Background: an optimization exercise with open tools, aiming at small area. Do not read the settings as production practice.
Function was checked by simulation only, so behaviour that the tests miss may differ from the original.
Power figures rest on the tool's default switching activity, not on a simulated workload.

--- design/flow/config.mk ---
export PLATFORM = sky130hd
export DESIGN_NAME = midi_synth_top
export DESIGN_NICKNAME = midi_synth_top
export VERILOG_FILES = /design/flow/design.v
export SDC_FILE = /design/flow/constraint.sdc
export NUM_CORES = 4
export LEC_CHECK = 0
export ABC_AREA = 1
export CAP_MARGIN = 20
export CORE_MARGIN = 2
export CORE_UTILIZATION = 65
export SLEW_MARGIN = 20
--- design/flow/constraint.sdc ---
create_clock -name core_clock -period 12.0 [get_ports {clk}]
set_input_delay 2.4000 -clock core_clock [delete_from_list [all_inputs] [get_ports {clk}]]
set_output_delay 2.4000 -clock core_clock [all_outputs]
set_load 0.01 [all_outputs]
--- design/flow/design.v ---
package midi_synth_pkg;
    localparam logic [1:0] ENV_OFF     = 2'd0;
    localparam logic [1:0] ENV_ATTACK  = 2'd1;
    localparam logic [1:0] ENV_HOLD    = 2'd2;
    localparam logic [1:0] ENV_RELEASE = 2'd3;
    localparam logic [6:0] NOTE_MIN = 7'd29;
    localparam logic [6:0] NOTE_MAX = 7'd91;
    localparam logic [7:0] SUS_MIN = 8'd64;
    localparam logic [7:0] MIN_GAIN = 8'd0;
    localparam logic [7:0] MAX_GAIN = 8'd128;
    localparam logic [6:0] SUSTAIN_CC = 7'd64;
endpackage
import midi_synth_pkg::*;
module midi_byte_parser (
    input  logic       clk,
    input  logic       reset,
    input  logic [7:0] midi_byte,
    input  logic       midi_valid,
    output logic       note_event,    
    output logic [5:0] ev_idx,        
    output logic       ev_on,         
    output logic       pedal          
);
    logic [1:0] st;
    logic [1:0] st_new;
    logic       have_first;
    logic [6:0] first_byte;
    logic       data_byte;
    logic       pair_done;
    logic [6:0] idx7;
    logic       playable;
    logic       pedal_ev1, pedal_ev2, pedal_val;
    assign data_byte = midi_valid && !midi_byte[7] && (st != 2'd0);
    assign pair_done = data_byte && have_first;
    always_comb begin
        case (midi_byte)
            8'h80:   st_new = 2'd1;
            8'h90:   st_new = 2'd2;
            8'hB0:   st_new = 2'd3;
            default: st_new = 2'd0;
        endcase
    end
    always_comb begin
        logic c;
        c = 1'b0;
        for (int i = 0; i < 7; i++) begin
            idx7[i] = first_byte[i] ^ 1'(7'd100 >> i) ^ c;
            c = (first_byte[i] & 1'(7'd100 >> i)) | (c & (first_byte[i] ^ 1'(7'd100 >> i)));
        end
    end
    assign playable = !idx7[6] && (idx7[5:0] != 6'd0);
    always_ff @(posedge clk) begin
        if (reset) begin
            st         <= 2'd0;
            have_first <= 1'b0;
            note_event <= 1'b0;
            pedal_ev1  <= 1'b0;
            pedal_ev2  <= 1'b0;
            pedal      <= 1'b0;
        end else begin
            note_event <= pair_done && (st != 2'd3) && playable;
            pedal_ev1  <= pair_done && (st == 2'd3) && (first_byte == SUSTAIN_CC);
            pedal_ev2  <= pedal_ev1;
            if (pedal_ev2) pedal <= pedal_val;
            if (midi_valid && midi_byte[7] && (midi_byte[6:3] != 4'hF)) begin
                st         <= st_new;
                have_first <= 1'b0;
            end else if (data_byte) begin
                have_first <= !have_first;
            end
        end
    end
    always_ff @(posedge clk) begin
        if (data_byte && !have_first) first_byte <= midi_byte[6:0];
        ev_idx <= idx7[5:0];
        if (pair_done) begin
            ev_on     <= (st == 2'd2) && (midi_byte[6:0] != 7'd0);
            pedal_val <= midi_byte[6];
        end
    end
endmodule
module voice_allocator #(
    parameter int NUM_VOICES = 4
) (
    input  logic                       clk,
    input  logic                       reset,
    input  logic                       note_event,
    input  logic [5:0]                 ev_idx,
    input  logic                       ev_on,
    input  logic [NUM_VOICES-1:0]      voice_on,
    input  logic [NUM_VOICES-1:0][5:0] voice_note,
    output logic [NUM_VOICES-1:0]      update_voice
);
    logic [NUM_VOICES-1:0] target;
    logic                  found;
    logic [NUM_VOICES-1:0] free;
    logic [NUM_VOICES-1:0] match;
    assign free = ~voice_on & ~update_voice;
    always_comb begin
        for (int v = 0; v < NUM_VOICES; v++) match[v] = voice_on[v] && (voice_note[v] == ev_idx);
        target = '0;
        found  = 1'b0;
        for (int v = 0; v < NUM_VOICES; v++) begin
            target[v] = note_event && (ev_on ? (free[v] && !found) : match[v]);
            found     = found || free[v];
        end
    end
    always_ff @(posedge clk) begin
        if (reset) update_voice <= '0;
        else       update_voice <= target;
    end
endmodule
import midi_synth_pkg::*;
module harmonic_dynamics #(
    parameter int ATTACK_TIME  = 75,
    parameter int SUSTAIN_TIME = 1400,
    parameter int REL_TIME     = 150
) (
    input  logic        clk,
    input  logic        reset,
    input  logic        key_down,        
    input  logic        key_up,          
    input  logic [5:0]  ev_idx,
    input  logic        generate_next,   
    input  logic        pedal,
    input  logic [15:0] sustain_n,       
    input  logic        zero_crossing,   
    output logic        voice_on,
    output logic [5:0]  note,
    output logic [7:0]  gain
);
    logic [1:0]  state;
    logic [15:0] count;
    logic [15:0] count_inc;
    logic        reach_sus;
    logic        due;
    logic        step;
    logic        up;
    logic        gain_en;
    logic [7:0]  gain_step;
    function automatic logic ge_const(input logic [15:0] x, input logic [15:0] k);
        logic g;
        g = 1'b1;
        for (int i = 0; i < 16; i++) g = k[i] ? (x[i] & g) : (x[i] | g);
        ge_const = g;
    endfunction
    assign voice_on = (state != ENV_OFF);
    always_comb begin
        logic c, g;
        c = generate_next;
        g = 1'b1;
        for (int i = 0; i < 16; i++) begin
            count_inc[i] = count[i] ^ c;
            c = count[i] & c;
            g = (count[i] & sustain_n[i]) | (g & (count[i] | sustain_n[i]));
        end
        reach_sus = g;
    end
    always_comb begin
        case (state)
            ENV_ATTACK:  due = ge_const(count, 16'(ATTACK_TIME));
            ENV_HOLD:    due = reach_sus;
            default:     due = pedal ? reach_sus : ge_const(count, 16'(REL_TIME));
        endcase
    end
    assign step = !generate_next && due && zero_crossing;
    assign up = (state == ENV_ATTACK);
    assign gain_en = step && (up ? !gain[7] : (gain != MIN_GAIN))
                     && !(state == ENV_HOLD && key_up);
    always_comb begin
        logic t;
        t = gain_en;
        for (int i = 0; i < 8; i++) begin
            gain_step[i] = gain[i] ^ t;
            t = t & (gain[i] ~^ up);
        end
    end
    always_ff @(posedge clk) begin
        if (reset) begin
            state <= ENV_OFF;
            gain  <= MIN_GAIN;
        end else begin
            gain <= gain_step;
            case (state)
                ENV_OFF:     if (key_down) state <= ENV_ATTACK;
                ENV_ATTACK:  if (step && gain[7]) state <= ENV_HOLD;
                ENV_HOLD:    if (key_up) state <= ENV_RELEASE;
                default:     if (gain == MIN_GAIN) state <= ENV_OFF;
            endcase
        end
    end
    always_ff @(posedge clk) begin
        if (state == ENV_OFF || (state == ENV_HOLD && key_up) || step) count <= '0;
        else                                                            count <= count_inc;
        if (state == ENV_OFF) note <= key_down ? ev_idx : 6'd0;
    end
endmodule
import midi_synth_pkg::*;
module voice_oscillator #(
    parameter int NUM_VOICES = 4
) (
    input  logic                       clk,
    input  logic                       started,      
    input  logic                       tick,         
    input  logic                       wpass,        
    input  logic [1:0]                 slot,         
    input  logic [NUM_VOICES-1:0][5:0] voice_note,
    output logic [15:0]                head_phase,   
    output logic [NUM_VOICES-1:0]      zero_crossing
);
    function automatic [19:0] note_inc(input logic [5:0] idx);
        case (idx)
            6'd1: note_inc = 20'd15257;
            6'd2: note_inc = 20'd16164;
            6'd3: note_inc = 20'd17125;
            6'd4: note_inc = 20'd18143;
            6'd5: note_inc = 20'd19222;
            6'd6: note_inc = 20'd20365;
            6'd7: note_inc = 20'd21576;
            6'd8: note_inc = 20'd22859;
            6'd9: note_inc = 20'd24218;
            6'd10: note_inc = 20'd25658;
            6'd11: note_inc = 20'd27184;
            6'd12: note_inc = 20'd28800;
            6'd13: note_inc = 20'd30514;
            6'd14: note_inc = 20'd32328;
            6'd15: note_inc = 20'd34250;
            6'd16: note_inc = 20'd36286;
            6'd17: note_inc = 20'd38444;
            6'd18: note_inc = 20'd40730;
            6'd19: note_inc = 20'd43152;
            6'd20: note_inc = 20'd45718;
            6'd21: note_inc = 20'd48436;
            6'd22: note_inc = 20'd51316;
            6'd23: note_inc = 20'd54368;
            6'd24: note_inc = 20'd57600;
            6'd25: note_inc = 20'd61028;
            6'd26: note_inc = 20'd64656;
            6'd27: note_inc = 20'd68500;
            6'd28: note_inc = 20'd72572;
            6'd29: note_inc = 20'd76888;
            6'd30: note_inc = 20'd81460;
            6'd31: note_inc = 20'd86304;
            6'd32: note_inc = 20'd91436;
            6'd33: note_inc = 20'd96872;
            6'd34: note_inc = 20'd102632;
            6'd35: note_inc = 20'd108736;
            6'd36: note_inc = 20'd115200;
            6'd37: note_inc = 20'd122056;
            6'd38: note_inc = 20'd129312;
            6'd39: note_inc = 20'd137000;
            6'd40: note_inc = 20'd145144;
            6'd41: note_inc = 20'd153776;
            6'd42: note_inc = 20'd162920;
            6'd43: note_inc = 20'd172608;
            6'd44: note_inc = 20'd182872;
            6'd45: note_inc = 20'd193744;
            6'd46: note_inc = 20'd205264;
            6'd47: note_inc = 20'd217472;
            6'd48: note_inc = 20'd230400;
            6'd49: note_inc = 20'd244112;
            6'd50: note_inc = 20'd258624;
            6'd51: note_inc = 20'd274000;
            6'd52: note_inc = 20'd290288;
            6'd53: note_inc = 20'd307552;
            6'd54: note_inc = 20'd325840;
            6'd55: note_inc = 20'd345216;
            6'd56: note_inc = 20'd365744;
            6'd57: note_inc = 20'd387488;
            6'd58: note_inc = 20'd410528;
            6'd59: note_inc = 20'd434944;
            6'd60: note_inc = 20'd460800;
            6'd61: note_inc = 20'd488224;
            6'd62: note_inc = 20'd517248;
            6'd63: note_inc = 20'd548000;
            default: note_inc = 20'd0;
        endcase
    endfunction
    logic [3:0][24:0] ring;     
    logic [5:0]       n1, n2, n3;     
    logic [5:0]       note;
    logic [19:0]      inc;
    logic [23:0]      sum;
    logic             carry_next;
    always_ff @(posedge clk) begin
        n3 <= voice_note[3];
        n2 <= tick ? voice_note[2] : n3;
        n1 <= tick ? voice_note[1] : n2;
    end
    assign note = (slot == 2'd0) ? voice_note[0] : n1;
    assign inc  = wpass ? note_inc(note) : 20'd0;
    always_comb begin
        logic c;
        c = 1'b0;
        for (int i = 0; i < 24; i++) begin
            if (i < 20) begin
                sum[i] = ring[0][i] ^ inc[i] ^ c;
                c = (ring[0][i] & inc[i]) | (c & (ring[0][i] ^ inc[i]));
            end else begin
                sum[i] = ring[0][i] ^ c;
                c = ring[0][i] & c;
            end
        end
    end
    always_comb begin
        logic k;
        k = 1'b0;
        for (int i = 1; i < 23; i++) begin
            if (i <= 20) k = (ring[0][i] & inc[i-1]) | (k & (ring[0][i] ^ inc[i-1]));
            else         k = k & ring[0][i];
        end
        carry_next = k & ~(sum[23] ^ ring[0][23]);
    end
    always_ff @(posedge clk) begin
        ring[2:0] <= ring[3:1];
        if (!started || (wpass && note == 6'd0)) ring[3][23:0] <= '0;
        else                                     ring[3][23:0] <= sum;
        if (!started)   ring[3][24] <= 1'b0;
        else if (wpass) ring[3][24] <= (note != 6'd0) && carry_next;
        else            ring[3][24] <= ring[0][24];
    end
    for (genvar v = 0; v < NUM_VOICES; v++) begin : g_zc
        always_ff @(posedge clk) begin
            if (tick) zero_crossing[v] <= ring[v][24];
        end
    end
    assign head_phase = ring[0][23:8];
endmodule
module voice_mixer #(
    parameter int NUM_VOICES    = 4,
    parameter int SAMPLE_DIVIDE = 1024
) (
    input  logic                        clk,
    input  logic                        reset,
    input  logic [15:0]                 head_phase,
    input  logic [NUM_VOICES-1:0][7:0]  voice_gain,
    output logic                        started,
    output logic                        tick,
    output logic                        wpass,
    output logic [1:0]                  slot,
    output logic signed [15:0]          mix_sample,
    output logic                        mix_valid
);
    localparam int DIV_W = $clog2(SAMPLE_DIVIDE);
    logic [DIV_W-1:0] div_count;
    logic [DIV_W-1:0] div_inc;
    logic [7:0]       ga, gb;        
    logic [7:0]       g;
    logic [17:0]      acc;
    logic [17:0]      a;
    logic [17:0]      nxt;
    always_comb begin
        logic c;
        c = 1'b1;
        for (int i = 0; i < DIV_W; i++) begin
            div_inc[i] = div_count[i] ^ c;
            c = div_count[i] & c;
        end
    end
    always_ff @(posedge clk) begin
        if (reset) begin
            div_count <= '0;
            started   <= 1'b0;
        end else begin
            if (div_count == DIV_W'(SAMPLE_DIVIDE - 1)) begin
                div_count <= '0;
                started   <= 1'b1;
            end else begin
                div_count <= div_inc;
            end
        end
    end
    assign tick  = started && (div_count == '0);
    assign wpass = started && (div_count[DIV_W-1:2] == '0);
    assign slot  = div_count[1:0];
    always_ff @(posedge clk) begin
        gb <= voice_gain[3];
        ga <= (slot == 2'd1) ? voice_gain[2] : gb;
    end
    assign g = (slot == 2'd0) ? voice_gain[0] : (slot == 2'd1) ? voice_gain[1] : ga;
    assign a = (slot == 2'd0) ? 18'd176128 : acc;
    mixer_mac mac_i (.u(head_phase), .g, .a, .nxt);
    always_ff @(posedge clk) acc <= nxt;
    always_ff @(posedge clk) begin
        if (reset) mix_valid <= 1'b0;
        else       mix_valid <= wpass && (slot == 2'd3);
    end
    always_comb begin
        if (acc[17] && !(acc[16] && acc[15]))       mix_sample = 16'h8000;
        else if (!acc[17] && (acc[16] || acc[15])) mix_sample = 16'h7fff;
        else                                        mix_sample = acc[15:0];
    end
endmodule
module mixer_mac (
    input  logic [15:0] u,
    input  logic [7:0]  g,
    input  logic [17:0] a,
    output logic [17:0] nxt
);
    logic bn0, b1_0, b2_0;
    assign bn0 = g[1] & ~(g[0] & 1'b0);
    assign b1_0 = g[0] ^ 1'b0;
    assign b2_0 = (g[1] & ~g[0] & ~1'b0) | (~g[1] & g[0] & 1'b0);
    logic bn1, b1_1, b2_1;
    assign bn1 = g[3] & ~(g[2] & g[1]);
    assign b1_1 = g[2] ^ g[1];
    assign b2_1 = (g[3] & ~g[2] & ~g[1]) | (~g[3] & g[2] & g[1]);
    logic bn2, b1_2, b2_2;
    assign bn2 = g[5] & ~(g[4] & g[3]);
    assign b1_2 = g[4] ^ g[3];
    assign b2_2 = (g[5] & ~g[4] & ~g[3]) | (~g[5] & g[4] & g[3]);
    logic bn3, b1_3, b2_3;
    assign bn3 = 1'b0;
    assign b1_3 = g[6] ^ g[5];
    assign b2_3 = (g[6] & g[5]) | g[7];
    logic mac_1;
    logic mac_2;
    assign mac_1 = (((b1_0 & u[7]) | (b2_0 & u[6])) ^ bn0) ^ (((b1_1 & u[5]) | (b2_1 & u[4])) ^ bn1);
    assign mac_2 = (((b1_0 & u[7]) | (b2_0 & u[6])) ^ bn0) & (((b1_1 & u[5]) | (b2_1 & u[4])) ^ bn1);
    logic mac_3;
    logic mac_4;
    assign mac_3 = (((b1_0 & u[8]) | (b2_0 & u[7])) ^ bn0) ^ (((b1_1 & u[6]) | (b2_1 & u[5])) ^ bn1) ^ (((b1_2 & u[4]) | (b2_2 & u[3])) ^ bn2);
    assign mac_4 = ((((b1_0 & u[8]) | (b2_0 & u[7])) ^ bn0) & (((b1_1 & u[6]) | (b2_1 & u[5])) ^ bn1)) | ((((b1_0 & u[8]) | (b2_0 & u[7])) ^ bn0) & (((b1_2 & u[4]) | (b2_2 & u[3])) ^ bn2)) | ((((b1_1 & u[6]) | (b2_1 & u[5])) ^ bn1) & (((b1_2 & u[4]) | (b2_2 & u[3])) ^ bn2));
    logic mac_5;
    logic mac_6;
    assign mac_5 = (((b1_0 & u[9]) | (b2_0 & u[8])) ^ bn0) ^ (((b1_1 & u[7]) | (b2_1 & u[6])) ^ bn1) ^ (((b1_2 & u[5]) | (b2_2 & u[4])) ^ bn2);
    assign mac_6 = ((((b1_0 & u[9]) | (b2_0 & u[8])) ^ bn0) & (((b1_1 & u[7]) | (b2_1 & u[6])) ^ bn1)) | ((((b1_0 & u[9]) | (b2_0 & u[8])) ^ bn0) & (((b1_2 & u[5]) | (b2_2 & u[4])) ^ bn2)) | ((((b1_1 & u[7]) | (b2_1 & u[6])) ^ bn1) & (((b1_2 & u[5]) | (b2_2 & u[4])) ^ bn2));
    logic mac_7;
    logic mac_8;
    assign mac_7 = (((b1_0 & u[10]) | (b2_0 & u[9])) ^ bn0) ^ (((b1_1 & u[8]) | (b2_1 & u[7])) ^ bn1) ^ (((b1_2 & u[6]) | (b2_2 & u[5])) ^ bn2);
    assign mac_8 = ((((b1_0 & u[10]) | (b2_0 & u[9])) ^ bn0) & (((b1_1 & u[8]) | (b2_1 & u[7])) ^ bn1)) | ((((b1_0 & u[10]) | (b2_0 & u[9])) ^ bn0) & (((b1_2 & u[6]) | (b2_2 & u[5])) ^ bn2)) | ((((b1_1 & u[8]) | (b2_1 & u[7])) ^ bn1) & (((b1_2 & u[6]) | (b2_2 & u[5])) ^ bn2));
    logic mac_9;
    logic mac_10;
    assign mac_9 = (((b1_0 & u[11]) | (b2_0 & u[10])) ^ bn0) ^ (((b1_1 & u[9]) | (b2_1 & u[8])) ^ bn1) ^ (((b1_2 & u[7]) | (b2_2 & u[6])) ^ bn2);
    assign mac_10 = ((((b1_0 & u[11]) | (b2_0 & u[10])) ^ bn0) & (((b1_1 & u[9]) | (b2_1 & u[8])) ^ bn1)) | ((((b1_0 & u[11]) | (b2_0 & u[10])) ^ bn0) & (((b1_2 & u[7]) | (b2_2 & u[6])) ^ bn2)) | ((((b1_1 & u[9]) | (b2_1 & u[8])) ^ bn1) & (((b1_2 & u[7]) | (b2_2 & u[6])) ^ bn2));
    logic mac_11;
    logic mac_12;
    assign mac_11 = (((b1_0 & u[12]) | (b2_0 & u[11])) ^ bn0) ^ (((b1_1 & u[10]) | (b2_1 & u[9])) ^ bn1) ^ (((b1_2 & u[8]) | (b2_2 & u[7])) ^ bn2);
    assign mac_12 = ((((b1_0 & u[12]) | (b2_0 & u[11])) ^ bn0) & (((b1_1 & u[10]) | (b2_1 & u[9])) ^ bn1)) | ((((b1_0 & u[12]) | (b2_0 & u[11])) ^ bn0) & (((b1_2 & u[8]) | (b2_2 & u[7])) ^ bn2)) | ((((b1_1 & u[10]) | (b2_1 & u[9])) ^ bn1) & (((b1_2 & u[8]) | (b2_2 & u[7])) ^ bn2));
    logic mac_13;
    logic mac_14;
    assign mac_13 = (((b1_0 & u[13]) | (b2_0 & u[12])) ^ bn0) ^ (((b1_1 & u[11]) | (b2_1 & u[10])) ^ bn1) ^ (((b1_2 & u[9]) | (b2_2 & u[8])) ^ bn2);
    assign mac_14 = ((((b1_0 & u[13]) | (b2_0 & u[12])) ^ bn0) & (((b1_1 & u[11]) | (b2_1 & u[10])) ^ bn1)) | ((((b1_0 & u[13]) | (b2_0 & u[12])) ^ bn0) & (((b1_2 & u[9]) | (b2_2 & u[8])) ^ bn2)) | ((((b1_1 & u[11]) | (b2_1 & u[10])) ^ bn1) & (((b1_2 & u[9]) | (b2_2 & u[8])) ^ bn2));
    logic mac_15;
    logic mac_16;
    assign mac_15 = (((b1_0 & u[14]) | (b2_0 & u[13])) ^ bn0) ^ (((b1_1 & u[12]) | (b2_1 & u[11])) ^ bn1) ^ (((b1_2 & u[10]) | (b2_2 & u[9])) ^ bn2);
    assign mac_16 = ((((b1_0 & u[14]) | (b2_0 & u[13])) ^ bn0) & (((b1_1 & u[12]) | (b2_1 & u[11])) ^ bn1)) | ((((b1_0 & u[14]) | (b2_0 & u[13])) ^ bn0) & (((b1_2 & u[10]) | (b2_2 & u[9])) ^ bn2)) | ((((b1_1 & u[12]) | (b2_1 & u[11])) ^ bn1) & (((b1_2 & u[10]) | (b2_2 & u[9])) ^ bn2));
    logic mac_17;
    logic mac_18;
    assign mac_17 = (((b1_0 & ~u[15]) | (b2_0 & u[14])) ^ bn0) ^ (((b1_1 & u[13]) | (b2_1 & u[12])) ^ bn1) ^ (((b1_2 & u[11]) | (b2_2 & u[10])) ^ bn2);
    assign mac_18 = ((((b1_0 & ~u[15]) | (b2_0 & u[14])) ^ bn0) & (((b1_1 & u[13]) | (b2_1 & u[12])) ^ bn1)) | ((((b1_0 & ~u[15]) | (b2_0 & u[14])) ^ bn0) & (((b1_2 & u[11]) | (b2_2 & u[10])) ^ bn2)) | ((((b1_1 & u[13]) | (b2_1 & u[12])) ^ bn1) & (((b1_2 & u[11]) | (b2_2 & u[10])) ^ bn2));
    logic mac_19;
    logic mac_20;
    assign mac_19 = (((b1_0 & ~u[15]) | (b2_0 & ~u[15])) ^ bn0) ^ (((b1_1 & u[14]) | (b2_1 & u[13])) ^ bn1) ^ (((b1_2 & u[12]) | (b2_2 & u[11])) ^ bn2);
    assign mac_20 = ((((b1_0 & ~u[15]) | (b2_0 & ~u[15])) ^ bn0) & (((b1_1 & u[14]) | (b2_1 & u[13])) ^ bn1)) | ((((b1_0 & ~u[15]) | (b2_0 & ~u[15])) ^ bn0) & (((b1_2 & u[12]) | (b2_2 & u[11])) ^ bn2)) | ((((b1_1 & u[14]) | (b2_1 & u[13])) ^ bn1) & (((b1_2 & u[12]) | (b2_2 & u[11])) ^ bn2));
    logic mac_21;
    logic mac_22;
    assign mac_21 = ~(((b1_0 & ~u[15]) | (b2_0 & ~u[15])) ^ bn0) ^ (((b1_1 & ~u[15]) | (b2_1 & u[14])) ^ bn1) ^ (((b1_2 & u[13]) | (b2_2 & u[12])) ^ bn2);
    assign mac_22 = (~(((b1_0 & ~u[15]) | (b2_0 & ~u[15])) ^ bn0) & (((b1_1 & ~u[15]) | (b2_1 & u[14])) ^ bn1)) | (~(((b1_0 & ~u[15]) | (b2_0 & ~u[15])) ^ bn0) & (((b1_2 & u[13]) | (b2_2 & u[12])) ^ bn2)) | ((((b1_1 & ~u[15]) | (b2_1 & u[14])) ^ bn1) & (((b1_2 & u[13]) | (b2_2 & u[12])) ^ bn2));
    logic mac_23;
    logic mac_24;
    assign mac_23 = (((b1_1 & ~u[15]) | (b2_1 & ~u[15])) ^ bn1) ^ (((b1_2 & u[14]) | (b2_2 & u[13])) ^ bn2);
    assign mac_24 = (((b1_1 & ~u[15]) | (b2_1 & ~u[15])) ^ bn1) & (((b1_2 & u[14]) | (b2_2 & u[13])) ^ bn2);
    logic mac_25;
    logic mac_26;
    assign mac_25 = ~(((b1_1 & ~u[15]) | (b2_1 & ~u[15])) ^ bn1) ^ (((b1_2 & ~u[15]) | (b2_2 & u[14])) ^ bn2);
    assign mac_26 = ~(((b1_1 & ~u[15]) | (b2_1 & ~u[15])) ^ bn1) & (((b1_2 & ~u[15]) | (b2_2 & u[14])) ^ bn2);
    logic mac_27;
    logic mac_28;
    assign mac_27 = (((b1_0 & u[4]) | (b2_0 & u[3])) ^ bn0) ^ (((b1_1 & u[2]) | (b2_1 & u[1])) ^ bn1);
    assign mac_28 = (((b1_0 & u[4]) | (b2_0 & u[3])) ^ bn0) & (((b1_1 & u[2]) | (b2_1 & u[1])) ^ bn1);
    logic mac_29;
    logic mac_30;
    assign mac_29 = (((b1_0 & u[5]) | (b2_0 & u[4])) ^ bn0) ^ (((b1_1 & u[3]) | (b2_1 & u[2])) ^ bn1);
    assign mac_30 = (((b1_0 & u[5]) | (b2_0 & u[4])) ^ bn0) & (((b1_1 & u[3]) | (b2_1 & u[2])) ^ bn1);
    logic mac_31;
    logic mac_32;
    assign mac_31 = (((b1_0 & u[6]) | (b2_0 & u[5])) ^ bn0) ^ (((b1_1 & u[4]) | (b2_1 & u[3])) ^ bn1) ^ (((b1_2 & u[2]) | (b2_2 & u[1])) ^ bn2);
    assign mac_32 = ((((b1_0 & u[6]) | (b2_0 & u[5])) ^ bn0) & (((b1_1 & u[4]) | (b2_1 & u[3])) ^ bn1)) | ((((b1_0 & u[6]) | (b2_0 & u[5])) ^ bn0) & (((b1_2 & u[2]) | (b2_2 & u[1])) ^ bn2)) | ((((b1_1 & u[4]) | (b2_1 & u[3])) ^ bn1) & (((b1_2 & u[2]) | (b2_2 & u[1])) ^ bn2));
    logic mac_33;
    logic mac_34;
    assign mac_33 = mac_1 ^ (((b1_2 & u[3]) | (b2_2 & u[2])) ^ bn2) ^ ((b1_3 & u[1]) | (b2_3 & u[0]));
    assign mac_34 = (mac_1 & (((b1_2 & u[3]) | (b2_2 & u[2])) ^ bn2)) | (mac_1 & ((b1_3 & u[1]) | (b2_3 & u[0]))) | ((((b1_2 & u[3]) | (b2_2 & u[2])) ^ bn2) & ((b1_3 & u[1]) | (b2_3 & u[0])));
    logic mac_35;
    logic mac_36;
    assign mac_35 = mac_2 ^ mac_3 ^ ((b1_3 & u[2]) | (b2_3 & u[1]));
    assign mac_36 = (mac_2 & mac_3) | (mac_2 & ((b1_3 & u[2]) | (b2_3 & u[1]))) | (mac_3 & ((b1_3 & u[2]) | (b2_3 & u[1])));
    logic mac_37;
    logic mac_38;
    assign mac_37 = mac_4 ^ mac_5 ^ ((b1_3 & u[3]) | (b2_3 & u[2]));
    assign mac_38 = (mac_4 & mac_5) | (mac_4 & ((b1_3 & u[3]) | (b2_3 & u[2]))) | (mac_5 & ((b1_3 & u[3]) | (b2_3 & u[2])));
    logic mac_39;
    logic mac_40;
    assign mac_39 = mac_6 ^ mac_7 ^ ((b1_3 & u[4]) | (b2_3 & u[3]));
    assign mac_40 = (mac_6 & mac_7) | (mac_6 & ((b1_3 & u[4]) | (b2_3 & u[3]))) | (mac_7 & ((b1_3 & u[4]) | (b2_3 & u[3])));
    logic mac_41;
    logic mac_42;
    assign mac_41 = mac_8 ^ mac_9 ^ ((b1_3 & u[5]) | (b2_3 & u[4]));
    assign mac_42 = (mac_8 & mac_9) | (mac_8 & ((b1_3 & u[5]) | (b2_3 & u[4]))) | (mac_9 & ((b1_3 & u[5]) | (b2_3 & u[4])));
    logic mac_43;
    logic mac_44;
    assign mac_43 = mac_10 ^ mac_11 ^ ((b1_3 & u[6]) | (b2_3 & u[5]));
    assign mac_44 = (mac_10 & mac_11) | (mac_10 & ((b1_3 & u[6]) | (b2_3 & u[5]))) | (mac_11 & ((b1_3 & u[6]) | (b2_3 & u[5])));
    logic mac_45;
    logic mac_46;
    assign mac_45 = mac_12 ^ mac_13 ^ ((b1_3 & u[7]) | (b2_3 & u[6]));
    assign mac_46 = (mac_12 & mac_13) | (mac_12 & ((b1_3 & u[7]) | (b2_3 & u[6]))) | (mac_13 & ((b1_3 & u[7]) | (b2_3 & u[6])));
    logic mac_47;
    logic mac_48;
    assign mac_47 = mac_14 ^ mac_15 ^ ((b1_3 & u[8]) | (b2_3 & u[7]));
    assign mac_48 = (mac_14 & mac_15) | (mac_14 & ((b1_3 & u[8]) | (b2_3 & u[7]))) | (mac_15 & ((b1_3 & u[8]) | (b2_3 & u[7])));
    logic mac_49;
    logic mac_50;
    assign mac_49 = mac_16 ^ mac_17 ^ ((b1_3 & u[9]) | (b2_3 & u[8]));
    assign mac_50 = (mac_16 & mac_17) | (mac_16 & ((b1_3 & u[9]) | (b2_3 & u[8]))) | (mac_17 & ((b1_3 & u[9]) | (b2_3 & u[8])));
    logic mac_51;
    logic mac_52;
    assign mac_51 = mac_18 ^ mac_19 ^ ((b1_3 & u[10]) | (b2_3 & u[9]));
    assign mac_52 = (mac_18 & mac_19) | (mac_18 & ((b1_3 & u[10]) | (b2_3 & u[9]))) | (mac_19 & ((b1_3 & u[10]) | (b2_3 & u[9])));
    logic mac_53;
    logic mac_54;
    assign mac_53 = mac_20 ^ mac_21 ^ ((b1_3 & u[11]) | (b2_3 & u[10]));
    assign mac_54 = (mac_20 & mac_21) | (mac_20 & ((b1_3 & u[11]) | (b2_3 & u[10]))) | (mac_21 & ((b1_3 & u[11]) | (b2_3 & u[10])));
    logic mac_55;
    logic mac_56;
    assign mac_55 = mac_22 ^ mac_23 ^ ((b1_3 & u[12]) | (b2_3 & u[11]));
    assign mac_56 = (mac_22 & mac_23) | (mac_22 & ((b1_3 & u[12]) | (b2_3 & u[11]))) | (mac_23 & ((b1_3 & u[12]) | (b2_3 & u[11])));
    logic mac_57;
    logic mac_58;
    assign mac_57 = mac_24 ^ mac_25 ^ ((b1_3 & u[13]) | (b2_3 & u[12]));
    assign mac_58 = (mac_24 & mac_25) | (mac_24 & ((b1_3 & u[13]) | (b2_3 & u[12]))) | (mac_25 & ((b1_3 & u[13]) | (b2_3 & u[12])));
    logic mac_59;
    logic mac_60;
    assign mac_59 = mac_26 ^ (((b1_2 & ~u[15]) | (b2_2 & ~u[15])) ^ bn2) ^ ((b1_3 & u[14]) | (b2_3 & u[13]));
    assign mac_60 = (mac_26 & (((b1_2 & ~u[15]) | (b2_2 & ~u[15])) ^ bn2)) | (mac_26 & ((b1_3 & u[14]) | (b2_3 & u[13]))) | ((((b1_2 & ~u[15]) | (b2_2 & ~u[15])) ^ bn2) & ((b1_3 & u[14]) | (b2_3 & u[13])));
    logic mac_61;
    logic mac_62;
    assign mac_61 = ~(((b1_2 & ~u[15]) | (b2_2 & ~u[15])) ^ bn2) ^ ((b1_3 & ~u[15]) | (b2_3 & u[14]));
    assign mac_62 = ~(((b1_2 & ~u[15]) | (b2_2 & ~u[15])) ^ bn2) & ((b1_3 & ~u[15]) | (b2_3 & u[14]));
    logic mac_63;
    logic mac_64;
    assign mac_63 = (((b1_0 & u[2]) | (b2_0 & u[1])) ^ bn0) ^ (((b1_1 & u[0])) ^ bn1);
    assign mac_64 = (((b1_0 & u[2]) | (b2_0 & u[1])) ^ bn0) & (((b1_1 & u[0])) ^ bn1);
    logic mac_65;
    logic mac_66;
    assign mac_65 = (((b1_0 & u[3]) | (b2_0 & u[2])) ^ bn0) ^ (((b1_1 & u[1]) | (b2_1 & u[0])) ^ bn1);
    assign mac_66 = (((b1_0 & u[3]) | (b2_0 & u[2])) ^ bn0) & (((b1_1 & u[1]) | (b2_1 & u[0])) ^ bn1);
    logic mac_67;
    logic mac_68;
    assign mac_67 = mac_27 ^ (((b1_2 & u[0])) ^ bn2) ^ bn2;
    assign mac_68 = (mac_27 & (((b1_2 & u[0])) ^ bn2)) | (mac_27 & bn2) | ((((b1_2 & u[0])) ^ bn2) & bn2);
    logic mac_69;
    logic mac_70;
    assign mac_69 = mac_28 ^ mac_29 ^ (((b1_2 & u[1]) | (b2_2 & u[0])) ^ bn2);
    assign mac_70 = (mac_28 & mac_29) | (mac_28 & (((b1_2 & u[1]) | (b2_2 & u[0])) ^ bn2)) | (mac_29 & (((b1_2 & u[1]) | (b2_2 & u[0])) ^ bn2));
    logic mac_71;
    logic mac_72;
    assign mac_71 = mac_30 ^ mac_31 ^ ((b1_3 & u[0]));
    assign mac_72 = (mac_30 & mac_31) | (mac_30 & ((b1_3 & u[0]))) | (mac_31 & ((b1_3 & u[0])));
    logic mac_73;
    logic mac_74;
    assign mac_73 = mac_32 ^ mac_33 ^ a[0];
    assign mac_74 = (mac_32 & mac_33) | (mac_32 & a[0]) | (mac_33 & a[0]);
    logic mac_75;
    logic mac_76;
    assign mac_75 = mac_34 ^ mac_35 ^ a[1];
    assign mac_76 = (mac_34 & mac_35) | (mac_34 & a[1]) | (mac_35 & a[1]);
    logic mac_77;
    logic mac_78;
    assign mac_77 = mac_36 ^ mac_37 ^ a[2];
    assign mac_78 = (mac_36 & mac_37) | (mac_36 & a[2]) | (mac_37 & a[2]);
    logic mac_79;
    logic mac_80;
    assign mac_79 = mac_38 ^ mac_39 ^ a[3];
    assign mac_80 = (mac_38 & mac_39) | (mac_38 & a[3]) | (mac_39 & a[3]);
    logic mac_81;
    logic mac_82;
    assign mac_81 = mac_40 ^ mac_41 ^ a[4];
    assign mac_82 = (mac_40 & mac_41) | (mac_40 & a[4]) | (mac_41 & a[4]);
    logic mac_83;
    logic mac_84;
    assign mac_83 = mac_42 ^ mac_43 ^ a[5];
    assign mac_84 = (mac_42 & mac_43) | (mac_42 & a[5]) | (mac_43 & a[5]);
    logic mac_85;
    logic mac_86;
    assign mac_85 = mac_44 ^ mac_45 ^ a[6];
    assign mac_86 = (mac_44 & mac_45) | (mac_44 & a[6]) | (mac_45 & a[6]);
    logic mac_87;
    logic mac_88;
    assign mac_87 = mac_46 ^ mac_47 ^ a[7];
    assign mac_88 = (mac_46 & mac_47) | (mac_46 & a[7]) | (mac_47 & a[7]);
    logic mac_89;
    logic mac_90;
    assign mac_89 = mac_48 ^ mac_49 ^ a[8];
    assign mac_90 = (mac_48 & mac_49) | (mac_48 & a[8]) | (mac_49 & a[8]);
    logic mac_91;
    logic mac_92;
    assign mac_91 = mac_50 ^ mac_51 ^ a[9];
    assign mac_92 = (mac_50 & mac_51) | (mac_50 & a[9]) | (mac_51 & a[9]);
    logic mac_93;
    logic mac_94;
    assign mac_93 = mac_52 ^ mac_53 ^ a[10];
    assign mac_94 = (mac_52 & mac_53) | (mac_52 & a[10]) | (mac_53 & a[10]);
    logic mac_95;
    logic mac_96;
    assign mac_95 = mac_54 ^ mac_55 ^ a[11];
    assign mac_96 = (mac_54 & mac_55) | (mac_54 & a[11]) | (mac_55 & a[11]);
    logic mac_97;
    logic mac_98;
    assign mac_97 = mac_56 ^ mac_57 ^ a[12];
    assign mac_98 = (mac_56 & mac_57) | (mac_56 & a[12]) | (mac_57 & a[12]);
    logic mac_99;
    logic mac_100;
    assign mac_99 = mac_58 ^ mac_59 ^ a[13];
    assign mac_100 = (mac_58 & mac_59) | (mac_58 & a[13]) | (mac_59 & a[13]);
    logic mac_101;
    logic mac_102;
    assign mac_101 = mac_60 ^ mac_61 ^ a[14];
    assign mac_102 = (mac_60 & mac_61) | (mac_60 & a[14]) | (mac_61 & a[14]);
    logic mac_103;
    logic mac_104;
    assign mac_103 = mac_62 ^ ((b1_3 & ~u[15]) | (b2_3 & ~u[15])) ^ a[15];
    assign mac_104 = (mac_62 & ((b1_3 & ~u[15]) | (b2_3 & ~u[15]))) | (mac_62 & a[15]) | (((b1_3 & ~u[15]) | (b2_3 & ~u[15])) & a[15]);
    logic mac_105;
    logic mac_106;
    assign mac_105 = ~((b1_3 & ~u[15]) | (b2_3 & ~u[15])) ^ a[16];
    assign mac_106 = ~((b1_3 & ~u[15]) | (b2_3 & ~u[15])) & a[16];
    logic mac_107;
    logic mac_108;
    assign mac_107 = (((b1_0 & u[0])) ^ bn0) ^ bn0;
    assign mac_108 = (((b1_0 & u[0])) ^ bn0) & bn0;
    logic mac_109;
    logic mac_110;
    assign mac_109 = (((b1_0 & u[1]) | (b2_0 & u[0])) ^ bn0) ^ mac_108;
    assign mac_110 = (((b1_0 & u[1]) | (b2_0 & u[0])) ^ bn0) & mac_108;
    logic mac_111;
    logic mac_112;
    assign mac_111 = mac_63 ^ bn1 ^ mac_110;
    assign mac_112 = (mac_63 & bn1) | (mac_63 & mac_110) | (bn1 & mac_110);
    logic mac_113;
    logic mac_114;
    assign mac_113 = mac_64 ^ mac_65 ^ mac_112;
    assign mac_114 = (mac_64 & mac_65) | (mac_64 & mac_112) | (mac_65 & mac_112);
    logic mac_115;
    logic mac_116;
    assign mac_115 = mac_66 ^ mac_67 ^ mac_114;
    assign mac_116 = (mac_66 & mac_67) | (mac_66 & mac_114) | (mac_67 & mac_114);
    logic mac_117;
    logic mac_118;
    assign mac_117 = mac_68 ^ mac_69 ^ mac_116;
    assign mac_118 = (mac_68 & mac_69) | (mac_68 & mac_116) | (mac_69 & mac_116);
    logic mac_119;
    logic mac_120;
    assign mac_119 = mac_70 ^ mac_71 ^ mac_118;
    assign mac_120 = (mac_70 & mac_71) | (mac_70 & mac_118) | (mac_71 & mac_118);
    logic mac_121;
    logic mac_122;
    assign mac_121 = mac_72 ^ mac_73 ^ mac_120;
    assign mac_122 = (mac_72 & mac_73) | (mac_72 & mac_120) | (mac_73 & mac_120);
    logic mac_123;
    logic mac_124;
    assign mac_123 = mac_74 ^ mac_75 ^ mac_122;
    assign mac_124 = (mac_74 & mac_75) | (mac_74 & mac_122) | (mac_75 & mac_122);
    logic mac_125;
    logic mac_126;
    assign mac_125 = mac_76 ^ mac_77 ^ mac_124;
    assign mac_126 = (mac_76 & mac_77) | (mac_76 & mac_124) | (mac_77 & mac_124);
    logic mac_127;
    logic mac_128;
    assign mac_127 = mac_78 ^ mac_79 ^ mac_126;
    assign mac_128 = (mac_78 & mac_79) | (mac_78 & mac_126) | (mac_79 & mac_126);
    logic mac_129;
    logic mac_130;
    assign mac_129 = mac_80 ^ mac_81 ^ mac_128;
    assign mac_130 = (mac_80 & mac_81) | (mac_80 & mac_128) | (mac_81 & mac_128);
    logic mac_131;
    logic mac_132;
    assign mac_131 = mac_82 ^ mac_83 ^ mac_130;
    assign mac_132 = (mac_82 & mac_83) | (mac_82 & mac_130) | (mac_83 & mac_130);
    logic mac_133;
    logic mac_134;
    assign mac_133 = mac_84 ^ mac_85 ^ mac_132;
    assign mac_134 = (mac_84 & mac_85) | (mac_84 & mac_132) | (mac_85 & mac_132);
    logic mac_135;
    logic mac_136;
    assign mac_135 = mac_86 ^ mac_87 ^ mac_134;
    assign mac_136 = (mac_86 & mac_87) | (mac_86 & mac_134) | (mac_87 & mac_134);
    logic mac_137;
    logic mac_138;
    assign mac_137 = mac_88 ^ mac_89 ^ mac_136;
    assign mac_138 = (mac_88 & mac_89) | (mac_88 & mac_136) | (mac_89 & mac_136);
    logic mac_139;
    logic mac_140;
    assign mac_139 = mac_90 ^ mac_91 ^ mac_138;
    assign mac_140 = (mac_90 & mac_91) | (mac_90 & mac_138) | (mac_91 & mac_138);
    logic mac_141;
    logic mac_142;
    assign mac_141 = mac_92 ^ mac_93 ^ mac_140;
    assign mac_142 = (mac_92 & mac_93) | (mac_92 & mac_140) | (mac_93 & mac_140);
    logic mac_143;
    logic mac_144;
    assign mac_143 = mac_94 ^ mac_95 ^ mac_142;
    assign mac_144 = (mac_94 & mac_95) | (mac_94 & mac_142) | (mac_95 & mac_142);
    logic mac_145;
    logic mac_146;
    assign mac_145 = mac_96 ^ mac_97 ^ mac_144;
    assign mac_146 = (mac_96 & mac_97) | (mac_96 & mac_144) | (mac_97 & mac_144);
    logic mac_147;
    logic mac_148;
    assign mac_147 = mac_98 ^ mac_99 ^ mac_146;
    assign mac_148 = (mac_98 & mac_99) | (mac_98 & mac_146) | (mac_99 & mac_146);
    logic mac_149;
    logic mac_150;
    assign mac_149 = mac_100 ^ mac_101 ^ mac_148;
    assign mac_150 = (mac_100 & mac_101) | (mac_100 & mac_148) | (mac_101 & mac_148);
    logic mac_151;
    logic mac_152;
    assign mac_151 = mac_102 ^ mac_103 ^ mac_150;
    assign mac_152 = (mac_102 & mac_103) | (mac_102 & mac_150) | (mac_103 & mac_150);
    logic mac_153;
    logic mac_154;
    assign mac_153 = mac_104 ^ mac_105 ^ mac_152;
    assign mac_154 = (mac_104 & mac_105) | (mac_104 & mac_152) | (mac_105 & mac_152);
    logic mac_155;
    logic mac_156;
    assign mac_155 = mac_106 ^ a[17] ^ mac_154;
    assign mac_156 = (mac_106 & a[17]) | (mac_106 & mac_154) | (a[17] & mac_154);
    assign nxt = {mac_155, mac_153, mac_151, mac_149, mac_147, mac_145, mac_143, mac_141, mac_139, mac_137, mac_135, mac_133, mac_131, mac_129, mac_127, mac_125, mac_123, mac_121};
endmodule
import midi_synth_pkg::*;
module midi_synth_top #(
    parameter int NUM_VOICES    = 4,
    parameter int ATTACK_TIME   = 4,
    parameter int SUSTAIN_TIME  = 40,
    parameter int REL_TIME      = 8,
    parameter int SAMPLE_DIVIDE = 16
) (
    input  logic                        clk,
    input  logic                        reset,
    input  logic [7:0]                  midi_byte,
    input  logic                        midi_valid,
    input  logic [15:0]                 sustain_inc,
    output logic signed [15:0]          mix_sample,
    output logic                        mix_valid,
    output logic [NUM_VOICES-1:0]       voice_on,
    output logic [NUM_VOICES-1:0][7:0]  voice_gain
);
    logic                       note_event;
    logic [5:0]                 ev_idx;
    logic                       ev_on;
    logic                       pedal;
    logic [NUM_VOICES-1:0]      update_voice;
    logic [NUM_VOICES-1:0][5:0] voice_note;
    logic [NUM_VOICES-1:0]      zero_crossing;
    logic [15:0]                sustain_n;
    logic [15:0]                head_phase;
    logic                       started, tick, wpass;
    logic [1:0]                 slot;
    always_comb begin
        logic c;
        c = 1'b0;
        for (int i = 0; i < 16; i++) begin
            sustain_n[i] = ~(sustain_inc[i] ^ 1'(SUSTAIN_TIME >> i) ^ c);
            c = (sustain_inc[i] & 1'(SUSTAIN_TIME >> i)) | (c & (sustain_inc[i] ^ 1'(SUSTAIN_TIME >> i)));
        end
    end
    midi_byte_parser parser_i (
        .clk, .reset, .midi_byte, .midi_valid, .note_event, .ev_idx, .ev_on, .pedal
    );
    voice_allocator #(.NUM_VOICES(NUM_VOICES)) allocator_i (
        .clk, .reset, .note_event, .ev_idx, .ev_on, .voice_on, .voice_note, .update_voice
    );
    for (genvar v = 0; v < NUM_VOICES; v++) begin : g_voice
        harmonic_dynamics #(
            .ATTACK_TIME(ATTACK_TIME), .SUSTAIN_TIME(SUSTAIN_TIME), .REL_TIME(REL_TIME)
        ) envelope_i (
            .clk, .reset,
            .key_down(update_voice[v] && ev_on), .key_up(update_voice[v] && !ev_on),
            .ev_idx, .generate_next(tick), .pedal, .sustain_n,
            .zero_crossing(zero_crossing[v]),
            .voice_on(voice_on[v]), .note(voice_note[v]), .gain(voice_gain[v])
        );
    end
    voice_oscillator #(.NUM_VOICES(NUM_VOICES)) osc_i (
        .clk, .started, .tick, .wpass, .slot, .voice_note, .head_phase, .zero_crossing
    );
    voice_mixer #(.NUM_VOICES(NUM_VOICES), .SAMPLE_DIVIDE(SAMPLE_DIVIDE)) mixer_i (
        .clk, .reset, .head_phase, .voice_gain, .started, .tick, .wpass, .slot,
        .mix_sample, .mix_valid
    );
endmodule
--- design/flow/flow/run.sh ---
#!/bin/bash
# The standard layout with two changes: the input and output ports are buffered with the
# smallest buffer cell instead of the one buffer_ports picks by itself, and clock tree synthesis
# adds no dummy loads.
set -euo pipefail
export BUFFER_PORTS_ARGS="-buffer_cell sky130_fd_sc_hd__buf_1"
export CTS_ARGS="-sink_clustering_enable -repair_clock_nets -sink_clustering_size 20 -sink_clustering_max_diameter 55 -buf_list sky130_fd_sc_hd__clkbuf_8 -dont_use_dummy_load"
bash standard.sh > standard.log 2>&1
--- design/flow/standard.sh ---
#!/bin/bash
# synth_recipe.tcl (not shown) runs the flow's synth.tcl, then flattens the netlist and writes it again
# the make line also repeats each setting of config.mk as NAME=value (left out here)
make -C /OpenROAD-flow-scripts/flow DESIGN_CONFIG=/design/flow/config.mk WORK_HOME=/design/flow/orfs CLKGATE_MAP_FILE= SYNTH_SCRIPT=/design/flow/synth_recipe.tcl "${@:-finish}"
==> results of run 1 <==
[final timing paths]
check	end	depth (start not counted)
min	osc_i.ring[72]	0
max	mixer_i.acc[17]	36
min reg2reg	osc_i.ring[72]	0
max reg2reg	mixer_i.acc[17]	36
[cell usage after synthesis, drive strengths merged, types with 3 or more instances]
cell / number / area [sq um]
clkinv: 6 / 22.52
o22ai: 68 / 425.4
o21bai: 5 / 37.54
nor4: 17 / 106.4
maj3: 3 / 30.03
nand2: 379 / 1468
nand3: 47 / 240.2
o211ai: 20 / 150.1
o21ai: 125 / 636.9
fa: 79 / 1582
ha: 135 / 1689
a22oi: 21 / 157.7
xnor2: 16 / 140.1
o221ai: 13 / 113.9
a22o: 5 / 43.79
nor2: 223 / 844.6
nor3: 22 / 110.1
a31oi: 11 / 68.82
edfxtp: 37 / 1111
nand4: 20 / 125.1
a211oi: 6 / 45.04
a21oi: 72 / 364.1
buf: 15 / 93.84
xor2: 52 / 455.4
dfxtp: 279 / 5585
a221oi: 7 / 61.31
inv: 395 / 1488
clkbuf: 44 / 165.2
a2111oi: 3 / 26.28
o2111ai: 6 / 52.55
o21a: 3 / 22.52
or2: 9 / 56.30
[cells by family (layout without fill, tap and decap cells)]
family                     count (synthesis)  count (layout)  synth area share (%)
and+or+nand+nor                          721             721                 16.89
buffers and inverters                    460             526                 10.04
AOI/OAI and AO/OA                        375             375                 12.98
DFF                                      316             316                 37.99
adders and majority gates                217             217                 18.73
xor gates and xnor gates                  68              68                 3.379
[state kept, by name, indices dropped and copies added, names as in the netlist, 7 cells and up]
| name | flops |
|---|---|
| g_voice.envelope_i.count | 64 |
| g_voice.envelope_i.gain | 32 |
| g_voice.envelope_i.note | 24 |
| g_voice.envelope_i.state | 8 |
| mixer_i.acc | 18 |
| mixer_i.ga | 8 |
| mixer_i.gb | 8 |
| osc_i.ring | 100 |
| parser_i.first_byte | 7 |
[metrics by stage]
step           instances  hold WS [ns]  worst slack [ns]  utilization [%]  total power [mW]
3_5_place_dp        2535        0.3121            0.4709            67.99             2.708
6_report            2564        0.2577            0.4782            69.56             3.222
3_3_place_gp        2535        0.3101            0.7156            67.99             2.656
2_1_floorplan       2157        0.3096            0.3614                -             2.324
5_1_grt             2564        0.2504          0.001717            69.56             3.489
4_1_cts             2563        0.2538            0.3403            69.43             3.233
[routing by layer]
layer  global-route usage (%)  vias to the layer above
li1                         -                     7085
met1                    38.07                     6646
met2                    52.12                      465
met3                    3.811                       93
met4                    10.98                        0
met5                        0                        -
[timing repair]
item,CTS,global route
buffers inserted,0,0
setup endpoints to repair,0,1
gates resized for setup,0,1
[power by group through the flow]
stage | Combinational [mW] | Clock (mW) | Sequential, mW
final | 1.40 | 0.534 | 1.28
after global routing | 1.61 | 0.586 | 1.30
after CTS | 1.40 | 0.546 | 1.28
after detailed placement | 1.40 | 0 | 1.31
after global placement | 1.35 | 0 | 1.30
after floorplan | 1.04 | 0 | 1.29
[area by class of cell]
class | instances | area [sq um] | area share (%)
Multi-Input combinational cell | 1381 | 9171 | 49.20
Sequential cell | 316 | 6696 | 35.92
Inverter | 401 | 1510 | 8.101
Timing Repair Buffer | 97 | 451.7 | 2.423
Tap cell | 341 | 426.7 | 2.289
Clock buffer | 28 | 385.4 | 2.067
==> reports/metrics.cfg, run 1 <==
[run_status]
outcome = timing/DRC/antenna clean

[global_route]
grt_usage_pct = 29.85
overflow = 0
grt_max_degree = 35
grt_antenna_before_repair = 0
grt_pass1_vias = 13967
grt_pass1_wl_mm = 68.45

[critical_path]
critPathBufInv = 7
critPathSlowestCell = nor2_2
slowest_delay_ns = 0.58
reg2reg_from = mixer_i.div_count[1]
crit_path_start_kind = flip-flop
cp.arrival_ns = 11.95
crit_fanout = 12
cp_common_cell = fa_1
crit_path_start = mixer_i.div_count[1]
crit_type = reg2reg
critPathTopFamily = adder cells
end_kind = flip-flop
required_ns = 12.43
r2r_slack_ns = 0.48

[min_path]
hold_path_class = reg2reg
min-delay-start = osc_i.ring[97]

[placed_design]
port_buffers = 79
gp_congestion = 0.9084
place_area_sq_mm = 0.01822
post-dp-hpwl_mm = 32.10

[job]
maxCapViolCount = 0

[clock_network]
htree_levels = 1
clkTransAtPathRegs_ns = 0.07
clock_sinks = 316
numCtsBuffers = 28
cts_hold_buf = 0
clockRootBuffer = clkbuf_8
insertion_delay_ns = 0.64
cts_max_path_buffers = 3
cts_tree = built

[timing]
hold_viol_final = 0
worst_pin_slew_ns = 1.027
setup_viol = 0
period_needed_ns = 11.52
fin_crit_sh_pct = 96.02
finClkSkew_ns = 0.1153
max_slew_margin_pct = 31.54
max_freq_mhz = 86.79
finalSetupTns_ns = 0
slew_violations = 0
rsz0062_at_grt = false

[power]
intPower_mw = 1.896
power_density_mw_per_mm2 = 172.9
sw_frac_of_total_pct = 41.15
p_leak_nw = 8.454
power_frac_seq_pct = 39.8
power_frac_comb_pct = 43.6
p_switching_mw = 1.326
clkPwrFrac_pct = 16.6
peakVddDrop_v = 0.0001123

[floorplanning]
die_w_um = 168.7
start_util_pct = 65.77
coreArea_sq_mm = 0.02680
ios = 80
die_area_sq_mm = 0.02845
rows = 60
die-height_um = 168.7

[synth]
ys_async_sr_fraction_pct = 0
synthFlopType = dfxtp_1
synth_edf_count = 37
synth.distinct_cells = 54
syn_nets = 2398
syn_area_sq_mm = 0.01763
avgSynthCellArea_sq_um = 8.172
synth_cells = 2157
ys_seq_area_share_pct = 37.99
yosys_warnings = 6
ys_ff_latch = 316

[route]
drc = 0
routed.top_layer = met4
wire_per_inst_um = 16.37
met2WireLength_mm = 20.05
dr_total_vias = 14289
met3_length_mm = 2.482
vias_per_cell = 5.573
drt-pass1-iter-count = 6
routed_wl_mm = 41.98
drtIter0Drc = 1054
wl_met1_mm = 17.85
ant_nets = 0

[layout]
antennaDiodeCount = 0
final_common_cell = inv_1
drive_gt1_share_pct = 3.779
stdcell_area_sq_mm = 0.01864
final_cell_mix = inv_1, nand2_1, dfxtp_1
syn2layout_area_growth_pct = 5.757
nets = 2466
fillCellCount = 2178

==> inputs of run 2 (changes only) <==
==> design/flow/flow/run.sh (replaced) <==
#!/bin/bash
# The standard layout with two changes: the input and output ports are buffered with the
# smallest buffer cell instead of the one buffer_ports picks by itself, and clock tree synthesis
# adds no dummy loads.
set -euo pipefail
export BUFFER_PORTS_ARGS="-buffer_cell sky130_fd_sc_hd__buf_1"
export CTS_ARGS="-sink_clustering_enable -repair_clock_nets -sink_clustering_size 18 -sink_clustering_max_diameter 70 -buf_list sky130_fd_sc_hd__clkbuf_8 -dont_use_dummy_load"
bash standard.sh > standard.log 2>&1
==> run 2 against run 1 <==
Critical path depth down 1; wire length decreased by 0.32%; clock skew increased by 0.0081 ns; combinational power is essentially flat; first-iteration DRC count is 7.2% higher; still clean on timing, DRC and antenna; flip-flop and latch count did not move; global-route usage up 0.091 points; critical path type unchanged; clock power fell by 5.8%; synthesized cell count is the same; highest routed layer unchanged; maximum frequency about the same; setup slack better by 0.0028 ns; via count shrank 0.25%; largest power group unchanged.
==> reports/metrics.cfg, run 2 <==
[route]
routed_wl_mm = 41.84
wire_per_inst_um = 16.35
vias_per_cell = 5.570
ant_nets = 0
dr_total_vias = 14253
drtIter0Drc = 1130
drc = 0
drt-pass1-iter-count = 8

[placed_design]
port_buffers = 79
post-place-cells = 2535
gp_congestion = 0.9084
post-dp-hpwl_mm = 32.10

[timing]
fin_crit_sh_pct = 95.99
period_needed_ns = 11.52
hold_viol_final = 0
max_freq_mhz = 86.81
rsz0062_at_grt = false
setup_viol = 0
finClkSkew_ns = 0.1234
finalSetupTns_ns = 0
whs_ns = 0.2630
max_slew_margin_pct = 30.97
slew_violations = 0
worst_pin_slew_ns = 1.035

[floorplanning]
die-height_um = 168.7
rows = 60
ios = 80
start_util_pct = 65.77
coreArea_sq_mm = 0.02680
die_w_um = 168.7
die_area_sq_mm = 0.02845

[clock_network]
numCtsBuffers = 24
clock_sinks = 316
cts_tree = built
htree_levels = 1
clkTransAtPathRegs_ns = 0.11
cts_max_path_buffers = 3
cts_hold_buf = 0
insertion_delay_ns = 0.63
clockRootBuffer = clkbuf_8

[run_status]
outcome = timing/DRC/antenna clean

[layout]
final_common_cell = inv_1
nets = 2461
reg_top3 = osc_i.ring: 100 flops, g_voice.envelope_i.count: 64 flops, g_voice.envelope_i.gain: 32 flops
largest_reg_flops = 100
drive_gt1_share_pct = 3.562
final_cell_mix = inv_1, nand2_1, dfxtp_1
regMostFlops = osc_i.ring
stdcell_count = 2559
antennaDiodeCount = 0
syn2layout_area_growth_pct = 5.317

[critical_path]
crit_path_start_kind = flip-flop
end_kind = flip-flop
crit_fanout = 16
crit_type = reg2reg
critPathSlowestCell = fa_1
cp_common_cell = fa_1
cp.arrival_ns = 11.94
required_ns = 12.42
slowest_delay_ns = 0.41

[synth]
ys_async_sr_fraction_pct = 0
synth_cells = 2157
ys_seq_area_share_pct = 37.99
synth_area_leader_cell = dfxtp_1
synth.distinct_cells = 54
synth_edf_count = 37
avgSynthCellArea_sq_um = 8.172
synth_area_leaders = dfxtp_1, ha_1, fa_1
syn_area_sq_mm = 0.01763
synthFlopType = dfxtp_1
yosys_warnings = 6
ys_ff_latch = 316
yosysMostFrequentCell = inv_1
yosysTopAreaCellShare_pct = 31.69
syn_nets = 2398
netlist_top_cells_count = inv_1, nand2_1, dfxtp_1

[global_route]
grt_pass1_wl_mm = 68.50
grt_pass1_vias = 13911
grt_antenna_before_repair = 0
overflow = 0
grt_usage_pct = 29.95
grt_max_degree = 35

[power]
p_leak_nw = 8.410
peakVddDrop_v = 0.0001392
p_total_mw = 3.189
power_density_mw_per_mm2 = 171.8

[job]
maxCapViolCount = 0

[min_path]
hold_path_class = reg2reg

## run 2: cell types whose count changed in the layout (fill, tap and decap cells not counted)
cell      change
nor2_4        +1
buf_16        -1
nor2_2        -1
clkinv_1      +1
inv_1         -1
clkbuf_8      -4
## run 2: what timing repair did
item	CTS	global route
setup buffers	0	0
resized for setup	0	2
hold endpoints to repair	0	0
endpoints found under the setup margin	0	3
## run 2: per-layer routing
layer	global-route usage, %	wire length [um]
met3	3.601	2341
met1	38.48	17880
met5	0	0
met2	52.32	20070
met4	10.57	1542
## run 2: report_power, final
| part | internal, mW | leakage (nW) | switching (mW) |
|---|---|---|---|
| logic | 0.477 | 5.58 | 0.927 |
| clock network | 0.179 | 0.173 | 0.324 |
| registers | 1.21 | 2.66 | 0.0715 |
| total | 1.87 | 8.41 | 1.32 |
## run 2: cell type report
cell class,count,area [sq um]
clock buffers,24,330.3
well taps,341,426.7
flip-flops and latches,316,6696
repair buffers,96,424.2
fillers,2207,8237
multi-input cells,1381,9176
inverters,401,1510
## run 2: stage by stage
step | setup WS (ns) | utilization, % | area, sq um
6_report | 0.4810 | 69.27 | 18560
3_3_place_gp | 0.7156 | 67.99 | 18220
3_5_place_dp | 0.4709 | 67.99 | 18220
4_1_cts | 0.3165 | 69.22 | 18550
5_1_grt | 0.004171 | 69.27 | 18560
2_1_floorplan | 0.3614 | - | 17630
## run 2: path summary, 6_finish.rpt
check | depth (start not counted) | start | endpoint | slack, ns
max | 35 | mixer_i.div_count[0] | mixer_i.acc[17] | 0.48
min | 0 | osc_i.ring[71] | osc_i.ring[46] | 0.26
max reg2reg | 35 | mixer_i.div_count[0] | mixer_i.acc[17] | 0.48
min reg2reg | 0 | osc_i.ring[71] | osc_i.ring[46] | 0.26
## run 2: cells by family after synthesis
| kind of cell | count (synthesis) | share of synthesized area (%) |
|---|---|---|
| simple gates | 721 | 16.89 |
| fa+ha+maj | 217 | 18.73 |
| buf+inv | 460 | 10.04 |
| flops | 316 | 37.99 |
| compound gates | 375 | 12.98 |
| xor+xnor | 68 | 3.379 |
## run 2: critical path: cells and delay by family (launching register included)
kind	cells	cell delay [ns]
adder cells (fa/ha/maj)	22	8.29
AO/OA/AOI/OAI	5	0.99
buffers and inverters	4	0.73
XOR/XNOR	3	0.55
flip-flops	1	0.39
AND/OR/NAND/NOR	1	0.33

==> static timing again, ports no longer ideal <==
The flow's constraints put no driver on any port. The routed layouts listed below were extracted and timed again, unchanged, in two steps.
Step 1 (the two cells are an assumption about what drives the block):
set clk [get_ports {clk}]
set_driving_cell -lib_cell sky130_fd_sc_hd__clkbuf_16 $clk
set_driving_cell -lib_cell sky130_fd_sc_hd__buf_2 [delete_from_list [all_inputs] $clk]
Step 2 times the ports against the registers' clock, not the clock port: input delays grow and output delays shrink by t, the midpoint of the rising clock arrivals with the driver on.
Slacks: ideal ports / drivers / drivers and shift; pairs: ideal ports / drivers.
run | shift t [ns] | slack for setup (ns) | worst hold slack (ns) | worst setup path at the end
run 1 | 0.631 | 0.478 / 0.478 / 0.478 | 0.258 / 0.258 / 0.258 | register to register
run 2 | 0.617 | 0.481 / 0.481 / 0.481 | 0.263 / 0.263 / 0.263 | register to register
After both steps setup and hold are still met in every run listed.
